From an optimization exercise on the open Yosys and OpenROAD flow, aimed at small area, a short achievable clock period and few clock cycles per item; shortcuts taken in it are not production practice.
Function was checked by simulation only, so behaviour that the tests miss may differ from the original.
Power and IR drop assume default switching activity.

==> flow/design.v <==
package spq_pkg;
    localparam int DEF_PRIORITY_LEVELS = 8;
    localparam int DEF_QUEUE_DEPTH     = 16;
    localparam int DEF_TAG_WIDTH       = 16;
    localparam int DEF_MAX_SEND        = 32;
    localparam int PRIO_W = 3;
    localparam int SEND_W = 6;
    localparam int QLEN_W = 4;
    localparam logic [QLEN_W-1:0] QLEN_RESET = 4'd15;
    localparam logic ACT_RECEIVE = 1'b0;
    localparam logic ACT_SEND    = 1'b1;
endpackage
module spq_tag_ram #(
    parameter int DATA_W = 16,
    parameter int DEPTH  = 128
) (
    input  logic                       i_clk,
    input  logic                       i_wr_en,
    input  logic [$clog2(DEPTH)-1:0]   i_wr_addr,
    input  logic [DATA_W-1:0]          i_wr_data,
    input  logic                       i_rd_en,
    input  logic [$clog2(DEPTH)-1:0]   i_rd_addr,
    output logic [DATA_W-1:0]          o_rd_data
);
    logic [DATA_W-1:0] r_mem [DEPTH];
    logic [DATA_W-1:0] r_rd_data;
    always_ff @(posedge i_clk) begin
        if (i_wr_en) begin
            r_mem[i_wr_addr] <= i_wr_data;
        end
        if (i_rd_en) begin
            r_rd_data <= r_mem[i_rd_addr];
        end
    end
    assign o_rd_data = r_rd_data;
endmodule
module strict_priority_packet_queue #(
    parameter int PRIORITY_LEVELS = spq_pkg::DEF_PRIORITY_LEVELS,
    parameter int QUEUE_DEPTH     = spq_pkg::DEF_QUEUE_DEPTH,
    parameter int TAG_WIDTH       = spq_pkg::DEF_TAG_WIDTH,
    parameter int MAX_SEND        = spq_pkg::DEF_MAX_SEND
) (
    input  logic i_clk,
    input  logic i_rst_n,
    input  logic i_s_axis_tvalid,
    output logic o_s_axis_tready,
    input  logic [((spq_pkg::PRIO_W+TAG_WIDTH+spq_pkg::SEND_W+7)/8)*8-1:0] i_s_axis_tdata,
    input  logic i_s_axis_tuser,
    output logic o_m_axis_tvalid,
    input  logic i_m_axis_tready,
    output logic [((TAG_WIDTH+spq_pkg::PRIO_W+7)/8)*8-1:0] o_m_axis_tdata,
    output logic o_m_axis_tlast,
    input  logic                        i_cfg_wr_en,
    input  logic [spq_pkg::QLEN_W-1:0]  i_cfg_wr_data
);
    localparam int LVL_W      = (PRIORITY_LEVELS > 1) ? $clog2(PRIORITY_LEVELS) : 1;
    localparam int SLOT_W     = $clog2(QUEUE_DEPTH);
    localparam int CNT_W      = $clog2(QUEUE_DEPTH + 1);
    localparam int RAM_DEPTH  = PRIORITY_LEVELS * QUEUE_DEPTH;
    localparam int ADDR_W     = $clog2(RAM_DEPTH);
    localparam int REM_W      = $clog2(MAX_SEND + 1);
    localparam int OUT_DATA_W = ((TAG_WIDTH + spq_pkg::PRIO_W + 7) / 8) * 8;
    typedef enum logic [3:0] {
        ST_IDLE  = 4'b0001,
        ST_CMPCT = 4'b0010,
        ST_PICK  = 4'b0100,
        ST_DATA  = 4'b1000
    } t_state;
    function automatic logic [SLOT_W-1:0] slot_add(input logic [SLOT_W-1:0] base,
                                                   input logic [SLOT_W:0]   off);
        logic [SLOT_W+1:0] sum;
        sum = {2'b00, base} + {1'b0, off};
        if (sum >= (SLOT_W+2)'(QUEUE_DEPTH)) begin
            sum = sum - (SLOT_W+2)'(QUEUE_DEPTH);
        end
        slot_add = sum[SLOT_W-1:0];
    endfunction
    function automatic logic [ADDR_W-1:0] ram_addr(input logic [LVL_W-1:0]  lvl,
                                                   input logic [SLOT_W-1:0] slot);
        logic [ADDR_W-1:0] base;
        base = ADDR_W'(lvl) * ADDR_W'(QUEUE_DEPTH);
        ram_addr = base + ADDR_W'(slot);
    endfunction
    t_state                r_state, n_state;
    logic [spq_pkg::QLEN_W-1:0] r_max_len;
    logic [CNT_W-1:0]      r_count [PRIORITY_LEVELS];
    logic [SLOT_W-1:0]     r_head  [PRIORITY_LEVELS];
    logic [LVL_W-1:0]      r_clvl;
    logic [SLOT_W-1:0]     r_chead;
    logic [CNT_W-1:0]      r_keep;
    logic [CNT_W-1:0]      r_ci;
    logic                  r_cpend;
    logic [SLOT_W-1:0]     r_cwslot;
    logic [REM_W-1:0]      r_remain;
    logic [LVL_W-1:0]      r_pick_lvl;
    logic                  r_pick_last;
    logic                  r_out_valid;
    logic [TAG_WIDTH-1:0]  r_out_tag;
    logic [spq_pkg::PRIO_W-1:0]     r_out_prio;
    logic                  r_out_last;
    logic                  in_xfer;
    logic                  in_action;
    logic [spq_pkg::PRIO_W-1:0]     in_prio;
    logic [TAG_WIDTH-1:0]  in_tag;
    logic [spq_pkg::SEND_W-1:0]     in_want;
    logic [LVL_W-1:0]      in_lvl;
    logic [REM_W-1:0]      want_sat;
    assign o_s_axis_tready = (r_state == ST_IDLE);
    assign in_xfer   = i_s_axis_tvalid && o_s_axis_tready;
    assign in_action = i_s_axis_tuser;
    assign in_prio   = i_s_axis_tdata[spq_pkg::PRIO_W-1:0];
    assign in_tag    = i_s_axis_tdata[spq_pkg::PRIO_W +: TAG_WIDTH];
    assign in_want   = i_s_axis_tdata[spq_pkg::PRIO_W+TAG_WIDTH +: spq_pkg::SEND_W];
    assign in_lvl    = LVL_W'(in_prio);
    assign want_sat  = (32'(in_want) > MAX_SEND) ? REM_W'(MAX_SEND) : REM_W'(in_want);
    logic [PRIORITY_LEVELS-1:0] nonempty;
    logic [PRIORITY_LEVELS-1:0] nonempty_after;
    logic [LVL_W-1:0]           top_lvl;
    always_comb begin
        top_lvl = '0;
        for (int l = 0; l < PRIORITY_LEVELS; l++) begin
            nonempty[l] = (r_count[l] != '0);
            if (nonempty[l]) begin
                top_lvl = LVL_W'(l);
            end
        end
    end
    logic [LVL_W-1:0]  sel_lvl;
    logic [CNT_W-1:0]  cnt_sel;
    logic [SLOT_W-1:0] head_sel;
    assign sel_lvl  = (r_state == ST_PICK) ? top_lvl : in_lvl;
    assign cnt_sel  = r_count[sel_lvl];
    assign head_sel = r_head[sel_lvl];
    always_comb begin
        nonempty_after = nonempty;
        if (cnt_sel == CNT_W'(1)) begin
            nonempty_after[top_lvl] = 1'b0;
        end
    end
    logic             rcv_ok;
    logic [CNT_W:0]   rcv_cnt;
    logic             rcv_cmp;
    logic [CNT_W-1:0] rcv_keep;
    logic [CNT_W:0]   rcv_cnt_p1;
    assign rcv_ok     = in_xfer && (in_action == spq_pkg::ACT_RECEIVE)
                        && (32'(in_prio) < PRIORITY_LEVELS)
                        && (32'(cnt_sel) < QUEUE_DEPTH);
    assign rcv_cnt    = {1'b0, cnt_sel} + (CNT_W+1)'(1);
    assign rcv_cnt_p1 = rcv_cnt + (CNT_W+1)'(1);
    assign rcv_keep   = CNT_W'(rcv_cnt_p1 >> 1);
    assign rcv_cmp    = 32'(rcv_cnt) > 32'(r_max_len);
    logic out_free;
    logic pick_go;
    logic pick_last;
    assign out_free  = !r_out_valid || i_m_axis_tready;
    assign pick_go   = (r_state == ST_PICK) && out_free;
    assign pick_last = (r_remain == REM_W'(1)) || (nonempty_after == '0);
    logic c_step;
    assign c_step = (r_state == ST_CMPCT) && (r_ci < r_keep);
    logic                 ram_wr_en;
    logic [ADDR_W-1:0]    ram_wr_addr;
    logic [TAG_WIDTH-1:0] ram_wr_data;
    logic                 ram_rd_en;
    logic [ADDR_W-1:0]    ram_rd_addr;
    logic [TAG_WIDTH-1:0] ram_rd_data;
    always_comb begin
        ram_wr_en   = r_cpend || rcv_ok;
        ram_wr_addr = ram_addr(in_lvl, slot_add(head_sel, (SLOT_W+1)'(cnt_sel)));
        ram_wr_data = in_tag;
        if (r_cpend) begin
            ram_wr_addr = ram_addr(r_clvl, r_cwslot);
            ram_wr_data = ram_rd_data;
        end
        ram_rd_en   = c_step || pick_go;
        ram_rd_addr = ram_addr(top_lvl, head_sel);
        if (r_state == ST_CMPCT) begin
            ram_rd_addr = ram_addr(r_clvl,
                                   slot_add(r_chead, (SLOT_W+1)'({r_ci, 1'b0})));
        end
    end
    spq_tag_ram #(
        .DATA_W (TAG_WIDTH),
        .DEPTH  (RAM_DEPTH)
    ) u_tag_ram (
        .i_clk     (i_clk),
        .i_wr_en   (ram_wr_en),
        .i_wr_addr (ram_wr_addr),
        .i_wr_data (ram_wr_data),
        .i_rd_en   (ram_rd_en),
        .i_rd_addr (ram_rd_addr),
        .o_rd_data (ram_rd_data)
    );
    always_comb begin
        n_state = r_state;
        unique case (r_state)
            ST_IDLE: begin
                if (rcv_ok && rcv_cmp) begin
                    n_state = ST_CMPCT;
                end else if (in_xfer && (in_action == spq_pkg::ACT_SEND)
                             && (want_sat != '0) && (nonempty != '0)) begin
                    n_state = ST_PICK;
                end
            end
            ST_CMPCT: begin
                if (!c_step && !r_cpend) begin
                    n_state = ST_IDLE;
                end
            end
            ST_PICK: begin
                if (pick_go) begin
                    n_state = ST_DATA;
                end
            end
            ST_DATA: begin
                n_state = r_pick_last ? ST_IDLE : ST_PICK;
            end
            default: begin
                n_state = ST_IDLE;
            end
        endcase
    end
    always_ff @(posedge i_clk) begin
        if (!i_rst_n) begin
            r_state     <= ST_IDLE;
            r_max_len   <= spq_pkg::QLEN_RESET;
            r_cpend     <= 1'b0;
            r_out_valid <= 1'b0;
            for (int l = 0; l < PRIORITY_LEVELS; l++) begin
                r_count[l] <= '0;
                r_head[l]  <= '0;
            end
        end else begin
            r_state <= n_state;
            if (i_cfg_wr_en) begin
                r_max_len <= i_cfg_wr_data;
            end
            if (rcv_ok) begin
                r_count[in_lvl] <= rcv_cmp ? rcv_keep : CNT_W'(rcv_cnt);
                r_clvl          <= in_lvl;
                r_chead         <= head_sel;
                r_keep          <= rcv_keep;
                r_ci            <= CNT_W'(1);
            end
            if (in_xfer && (in_action == spq_pkg::ACT_SEND)) begin
                r_remain <= want_sat;
            end
            r_cpend <= c_step;
            if (c_step) begin
                r_cwslot <= slot_add(r_chead, (SLOT_W+1)'(r_ci));
                r_ci     <= r_ci + CNT_W'(1);
            end
            if (pick_go) begin
                r_head[top_lvl]  <= slot_add(head_sel, (SLOT_W+1)'(1));
                r_count[top_lvl] <= cnt_sel - CNT_W'(1);
                r_remain         <= r_remain - REM_W'(1);
                r_pick_lvl       <= top_lvl;
                r_pick_last      <= pick_last;
            end
            if (r_state == ST_DATA) begin
                r_out_valid <= 1'b1;
            end else if (i_m_axis_tready) begin
                r_out_valid <= 1'b0;
            end
        end
    end
    always_ff @(posedge i_clk) begin
        if (r_state == ST_DATA) begin
            r_out_tag  <= ram_rd_data;
            r_out_prio <= spq_pkg::PRIO_W'(r_pick_lvl);
            r_out_last <= r_pick_last;
        end
    end
    assign o_m_axis_tvalid = r_out_valid;
    assign o_m_axis_tdata  = OUT_DATA_W'({r_out_prio, r_out_tag});
    assign o_m_axis_tlast  = r_out_last;
endmodule
==> flow/run.sh <==
#!/bin/bash
# synth_recipe.tcl (not shown) runs the flow's synth.tcl, then flattens the netlist and writes it again
# the make line also repeats each setting of config.mk as NAME=value (left out here)
make -C /OpenROAD-flow-scripts/flow DESIGN_CONFIG=/design/flow/config.mk WORK_HOME=/design/flow/orfs CLKGATE_MAP_FILE= SYNTH_SCRIPT=/design/flow/synth_recipe.tcl finish
==> flow/config.mk <==
export PLATFORM = sky130hd
export DESIGN_NAME = strict_priority_packet_queue
export DESIGN_NICKNAME = strict_priority_packet_queue
export VERILOG_FILES = /design/flow/design.v
export SDC_FILE = /design/flow/constraint.sdc
export NUM_CORES = 4
export LEC_CHECK = 0
export CAP_MARGIN = 20
export CORE_MARGIN = 2
export CORE_UTILIZATION = 40
export SLEW_MARGIN = 20
==> flow/constraint.sdc <==
create_clock -name core_clock -period 6.5 [get_ports {i_clk}]
set_input_delay 1.3000 -clock core_clock [delete_from_list [all_inputs] [get_ports {i_clk}]]
set_output_delay 1.3000 -clock core_clock [all_outputs]
set_load 0.01 [all_outputs]
==> summary.txt <==
* Final Slew Violations at 0
* Share of cells above drive strength 1 at 0.124
* Die Area at 226000 um2
* Setup crit end: u_tag_ram.r_mem[84][3]
* CTS Sinks at 2197
* Die H at 475 um
* GR Util met1 at 0.316
* Register area share after synthesis at 0.741
* Synth top area cells: edfxtp_1 (74%), nand2_1 (6.8%), nand3_1 (3.6%), mux2i_1 (2.0%), a21oi_1 (1.3%)
* Core area at 222000 um2
* Die X at 475 um
* Min Tclk post-route at 6.09 ns
* Sw power at between 7000 and 8000 uW
* First-pass GRT wire length at around 380000 um
* # H-tree levels at 4
* Seq cells post-synth at 2197
* Port bufs at 56
* Crit-path max FO at 14
* Switching Fraction at 0.247
* Synth Cell Area at 88900 um2
* Critical path type: reg -> reg
* Worst Reg-to-Reg Cells at 18
* VDD IR max at 355 uV
* CTS Buf Count at 217
* Count of distinct cell types in the synthesized netlist at approximately 90
* Setup violators final at 0
* DRT iter0 DRCs at about 7400
* Hold Vio Cnt, Final at 0
* Nets@finish at 6982
* Number of synthesized flops with an enable pin at 2187
* Total negative setup slack at 0 ns
* Worst hold start: r_pick_lvl[1]
* Top cell type's share of synthesized area at 0.739
* Crit end category: register
* Initial cell density of the core at 0.401
* Ports at 69
* Drt pass-1 iters at 6
* Routing usage on met2 at 0.364
* Cell with the most instances after synthesis: edfxtp_1
* Met3 Track Usage GR at 0.0429
* Post-synth top cells: edfxtp_1 (2187), nand2_1 (1617), nand3_1 (639), nor2_1 (273), a21oi_1 (226)
* Area grow syn2layout at 15.8%
* Worst EP required at 7.04 ns
* Crit path arrival time at 6.64 ns
* F_max at 164 MHz
* Num rows at 173
* Root Buffer: clkbuf_16
* Dominant synthesized flop cell: edfxtp_1
* Gr ovfl total at 0
* Outcome: no timing/DRC/antenna violations
* Vias at 57400
* Crit start category: register
* Wire per inst at 26.3 um
* Mean post-synth cell area at 13.5 um2
* RSZ-0062 raised after global routing: no
* Post-synthesis cell count at between 6000 and 7000
* Largest net degree at the start of global routing at 79
* Crit Reg-Reg Startpoint: r_count[4][0]
* Clock share of power at 0.395
* GRT Util Overall at 0.230
* Bufs on Longest Clock Path at 3
* FFs w/ async S/R, synth at 0
* Reg power frac at 0.498
* Busiest grt layer: met2
* Area leader, netlist: edfxtp_1
* Gpl congestion at ~0.9
* Reg2reg setup slack at 0.41 ns
* Vias in the first global route at 54400
* Worst-path clk slew at 0.06 ns
* Reg-to-reg endpoint: u_tag_ram.r_mem[84][3]
* Post-Route WL at 265000 um
* Clock Skew at 0.0443 ns
* Worst slew margin at 0.222
* Antenna viol nets, final at 0
* Max_cap viols at 0
* Final worst path period share at 0.937
* Combinational Power Share at 0.107
* Via density at ~5.7
* Hold Path Stages at 0
* CTS tree: built
* P_int at 23700 uW
* Ys Warns at 2
* Min Hold Slack at around 0.42 ns
* Initial antenna violation count at 9
* Drt drc at 0
* Hold WC Path Type: reg -> reg
* Pleak at 0.0351 uW
* Setup crit start: r_count[4][0]
* Hpwl dp at 163000 um
* Clock latency (worst-skew pair) at 0.87 ns
* Measured slew at the worst slew-check pin at 1.16 ns
* Pwr/cell area at around 310 nW/um2
[cell usage in the layout (no fill, tap or decap), types with 37 or more instances in the layout]
cell                n
nor2_1            259
a32oi_1            47
nor4_1             37
clkinv_1           40
clkbuf_16         221
nand4_1            38
clkinv_2           44
nand2_1          1617
o22ai_1            48
clkbuf_1           51
buf_12             94
buf_4             361
mux2i_1           175
edfxtp_1         2187
a211oi_1          149
nand3_1           638
a21oi_1           226
a31oi_1           113
o21ai_0            44
clkdlybuf4s50_1    56
and3_1            142
[final cells by class]
cell class                 count  area, um2
tap                         2975       3720
antenna                        3       7.51
timing repair buffer         512       5170
sequential                  2197      65900
clock inverter               122       1280
inverter                      32        120
clock buffer                 272       5720
fill                       19500     119000
multi-input combinational   3947      21100
[through the flow]
stage | area, um2 | total power [uW] | cells | util | setup slack [ns]
2_1_floorplan | 88900 | 17900 | 6577 | - | 0.963
3_3_place_gp | 95900 | 19300 | 9662 | 0.433 | 0.216
3_5_place_dp | 95900 | 19300 | 9663 | 0.433 | 0.168
4_1_cts | 103000 | 31600 | 10100 | 0.464 | 0.312
5_1_grt | 103000 | 32400 | 10100 | 0.465 | 0.0284
6_report | 103000 | 31500 | 10100 | 0.465 | 0.406
[logic make-up after synthesis]
group                      synth area share
AOI/OAI and AO/OA                    0.0629
xor gates and xnor gates            0.00266
adders and majority gates           0.00490
buffers and inverters                0.0242
DFF                                   0.741
muxes                                0.0245
other                             0.0000422
and+or+nand+nor                       0.140
[repair_timing]
item	in CTS	in global routing
hold buffers	0	0
setup endpoints to repair	0	14
buffers inserted	0	0
hold endpoints to repair	0	0
resized for setup	0	1
[worst min path at each step]
| stage | slack, ns | end |
|---|---|---|
| after floorplan | 0.40 | r_out_prio[0] |
| after global placement | 0.41 | r_out_prio[0] |
| after detailed placement | 0.41 | r_out_prio[0] |
| after CTS | 0.43 | r_out_prio[1] |
| after global routing | 0.44 | r_out_prio[0] |
| final | 0.42 | r_out_prio[1] |
[routing by layer]
metal  vias up  wire length (um)
met5         -                12
met4         2             10200
met3       423             24000
met2      2680            123000
met1     29100            108000
li1      25200                 -
[power by group through the flow]
stage | Clock (uW) | Combinational [uW] | Sequential, uW
finish | 12500 | 3370 | 15700
global route | 13200 | 3570 | 15700
CTS | 12600 | 3340 | 15700
detailed placement | 0 | 3330 | 16000
global placement | 0 | 3300 | 16000
floorplan | 0 | 1890 | 16000
[flip-flops by register name (all words and copies together) (netlist names), 3 cells and up]
signal,cells
r_keep,5
r_out_prio,3
u_tag_ram.r_mem,2048
r_remain,6
r_ci,5
u_tag_ram.r_rd_data,16
r_pick_lvl,3
r_head,32
r_cwslot,4
r_count,40
r_clvl,3
r_chead,4
r_state,4
r_out_tag,16
r_max_len,4
[worst max-delay path: stages (launching register included)]
cell and delay (ns):
edfxtp_1 0.41, or4_1 0.62, or2_2 0.36, o31ai_4 0.41, inv_2 0.14, a21oi_4 0.30, buf_4 0.20, mux4_2 0.51
mux2_2 0.41, ha_1 0.35, a21oi_1 0.16, xor2_1 0.10, xnor2_1 0.32, o21ai_0 0.18, nor2_1 0.19, buf_4 0.19
nand2_1 0.27, nor2_1 0.30, buf_4 0.33
Testbench counts, summed over its fixed seeds: cycles 10,775, items 4,800.

==> what the ideal ports hide <==
In the flow no input, the clock included, has a driving cell. The finished layout below was timed again as built, in two steps. Step 1, drivers: a clkbuf_16 drives i_clk and a buf_2 each remaining input, both assumed. Step 2 times the ports against the registers' clock, not the clock port: input delays grow and output delays shrink by t, the midpoint of the rising clock arrivals with the driver on. a / b / c = ideal / step 1 / step 2; a / b = the first two.
t (ns): 0.946
setup WS [ns]: 0.406 / 0.406 / 0.061
worst setup path after step 2: input to register
After both steps this run still meets setup and hold. For this run, drivers alone change the setup slack by 0.000 ns; drivers and shift together by -0.345 ns.
